This is an optimization exercise on Yosys and OpenROAD, whose aim is small area, not a production implementation. The RTL was checked by simulation tests, not by an equivalence proof against the original design. Power figures rest on the tool's default switching activity, not on a simulated workload.

==> exp/cedar <==
Design cpu_top, start of the top module:
module cpu_top (
    input  wire        clock,
    input  wire        reset,
    input  wire        enable,
    output wire [31:0] imem_addr,
    input  wire [31:0] imem_data,
    output wire        commit_valid,
    output wire [4:0]  commit_rd,
    output wire [31:0] commit_value
);
clock: 5.0 ns
lec_check: 0
cap_margin: 10
core_margin: 2
core_utilization: 60
cts_buf_list: sky130_fd_sc_hd__clkbuf_16
cts_cluster_diameter: 50
cts_cluster_size: 30
place_density: 0.7
setup_slack_margin: 0.1
slew_margin: 10
synth_hierarchical: 1
standard.sh (not shown) runs the stock make flow with config.mk's settings and CLKGATE_MAP_FILE= SYNTH_SCRIPT=/design/flow/synth_recipe.tcl, a recipe that flattens the netlist after the stock synthesis.
==> flow/flow/run.sh <==
#!/bin/bash
# Layout flow: the standard ORFS flow (standard.sh, so synthesis,
# floorplan, power grid, tap cells, placement and routing are the standard
# flow's) with two changes: the clock tree uses clkbuf_8 buffers over clusters
# of up to 15 flip-flops and no dummy loads, and ports are buffered with
# buf_1.  All tool output goes to standard.log here; ORFS's own per-step logs
# are under orfs/logs.
set -uo pipefail
export CTS_ARGS="-sink_clustering_enable -repair_clock_nets -dont_use_dummy_load -buf_list sky130_fd_sc_hd__clkbuf_8 -sink_clustering_size 15 -sink_clustering_max_diameter 60"
export BUFFER_PORTS_ARGS="-buffer_cell sky130_fd_sc_hd__buf_1"
bash standard.sh > standard.log 2>&1
==> exp/zinc: changes against exp/cedar <==
==> flow/flow/run.sh (replaced) <==
#!/bin/bash
# Layout flow: the standard ORFS flow (standard.sh, so synthesis,
# floorplan, power grid and tap cells are the standard flow's) with three
# changes: the clock tree uses clkbuf_16 leaves over larger clusters and no
# dummy loads, ports are buffered with buf_1, and after global routing gates
# off the critical paths are downsized (power recovery).
# All tool output goes to standard.log here; ORFS's own per-step logs are
# under orfs/logs.
set -uo pipefail
export CTS_ARGS="-sink_clustering_enable -repair_clock_nets -dont_use_dummy_load -buf_list sky130_fd_sc_hd__clkbuf_16 -sink_clustering_size 30 -sink_clustering_max_diameter 50"
export BUFFER_PORTS_ARGS="-buffer_cell sky130_fd_sc_hd__buf_1"
export RECOVER_POWER=100
bash standard.sh > standard.log 2>&1
==> impl_metrics.ini <==
[status]
status = finished clean

[timing]
max_freq_mhz = 207

[critical_path]
crit_path_end = e_br$_SDFFE_PP0P_
worst_path_largest_cell_delay_ns = 0.61

[power]
power_frac_comb_pct = 11.4
pwr-share-clk_pct = 24.6
(the above is from exp/cedar)
==> impl_metrics.ini <==
[power]
pwr-share-clk_pct = 31.6
power_frac_comb_pct = 10.0

[status]
so_faults = max-capacitance violations, max-slew violations, negative setup slack
status = finished with violations

[timing]
setup_violations = 2
max_freq_mhz = 200
slew_viol_final = 3827
finalWorstSetupSlack_ns = -0.00578

[critical_path]
worst_path_largest_cell_delay_ns = 1.61

[job]
maxCapViolCount = 125
(the above is from exp/zinc)

---

==> tundra: inputs <==
Starting RTL as in the previous note.
clock: 5.0 ns
lec_check: 0
cap_margin: 10
core_margin: 2
core_utilization: 60
cts_buf_list: sky130_fd_sc_hd__clkbuf_16
cts_cluster_diameter: 50
cts_cluster_size: 30
place_density: 0.7
setup_slack_margin: 0.1
slew_margin: 10
synth_hierarchical: 1
==> flow/flow/run.sh <==
#!/bin/bash
# Layout flow: the standard ORFS flow (standard.sh, so synthesis,
# floorplan, power grid, tap cells, placement and routing are the standard
# flow's) with two changes: the clock tree uses clkbuf_8 buffers over clusters
# of up to 16 flip-flops and no dummy loads, and ports are buffered with
# buf_1.  All tool output goes to standard.log here; ORFS's own per-step logs
# are under orfs/logs.
set -uo pipefail
export CTS_ARGS="-sink_clustering_enable -repair_clock_nets -dont_use_dummy_load -buf_list sky130_fd_sc_hd__clkbuf_8 -sink_clustering_size 16 -sink_clustering_max_diameter 60"
export BUFFER_PORTS_ARGS="-buffer_cell sky130_fd_sc_hd__buf_1"
bash standard.sh > standard.log 2>&1
==> zinc: changes against tundra <==
==> flow/run.sh (new file) <==
#!/bin/bash
# synth_recipe.tcl (not shown) runs the flow's synth.tcl, then flattens the netlist and writes it again
# the make line also repeats each setting of config.mk as NAME=value (left out here)
make -C /OpenROAD-flow-scripts/flow DESIGN_CONFIG=/design/flow/config.mk WORK_HOME=/design/flow/orfs CLKGATE_MAP_FILE= SYNTH_SCRIPT=/design/flow/synth_recipe.tcl finish
removed: flow/flow/run.sh
removed: flow/standard.sh
==> out/summary.txt <==
Placement Cell Area - 0.1306 sq mm
Met2 WL - 181,100 um
Antenna violations before repair - 28
Hold Startpoint - e_rd[2]$_DFFE_PP_
Total power - 61.32 mW
Largest net degree at the start of global routing - 127
Worst-margin pin slew - 1.311 ns
Slowest stage delay, CP - 0.69 ns
Clk slew on worst S/H paths - 0.08 ns
Pint - 44.82 mW
Status - timing/DRC/antenna clean
CTS Buf Count - 236
Clock Skews - 0.07905 ns
Via Count - 78.85k
DRT iter0 DRCs - 21.56k
Global Route met2 Usage - 58.49%
Worst r2r src - f_ins[23]$_DFFE_PP_
Area grow syn2layout - 14.58%
Layout cells sized above 1 - 16.01%
Hold Path Depth - 0
Source of the figures above: zinc

==> out/summary.txt <==
Status - timing/DRC/antenna clean
Worst-margin pin slew - 1.424 ns
Pint - 38.49 mW
Hold Path Depth - 1
Met2 WL - 179,100 um
DRT iter0 DRCs - 20.85k
Largest net degree at the start of global routing - 66
Total power - 52.02 mW
Clock Skews - 0.1299 ns
Area grow syn2layout - 9.519%
Via Count - 77.26k
Placement Cell Area - 0.1301 sq mm
CTS Buf Count - 232
Source of the figures above: tundra

afterwards: timing with drivers on the ports:
How much do the figures lean on ideal ports? The routed layouts below were timed once more, with nothing changed but the port constraints.
Step 1 (the two cells are an assumption about what drives the block):
set clk [get_ports {clock}]
set_driving_cell -lib_cell sky130_fd_sc_hd__clkbuf_16 $clk
set_driving_cell -lib_cell sky130_fd_sc_hd__buf_2 [delete_from_list [all_inputs] $clk]
Step 2 times the ports against the registers' clock, not the clock port: input delays grow and output delays shrink by t, the midpoint of the rising clock arrivals with the driver on.
Three values: ideal, step 1, step 2; two values: the first two.
| run | t (ns) | setup WS [ns] | worst hold slack (ns) | latest minus earliest clock arrival (ns) | slew at the worst register clock pin (ns) |
|---|---|---|---|---|---|
| exp/cedar | 1.147 | 0.159 / 0.159 / 0.159 | 0.118 / 0.064 / 0.420 | 0.113 / 0.113 | 0.10 / 0.10 |
| exp/zinc | 1.024 | -0.006 / -0.006 / -0.731 | 0.244 / 0.174 / 0.402 | 0.114 / 0.114 | 0.09 / 0.09 |
| tundra | 1.093 | 0.192 / 0.192 / 0.192 | 0.195 / 0.134 / 0.413 | 0.130 / 0.130 | 0.11 / 0.11 |
| zinc | 1.002 | 0.088 / 0.088 / 0.088 | 0.424 / 0.424 / 0.424 | 0.092 / 0.092 | 0.10 / 0.10 |
The setup slack of exp/zinc, which loses most, moves by 0.000 ns with the drivers and by -0.725 ns with both steps.
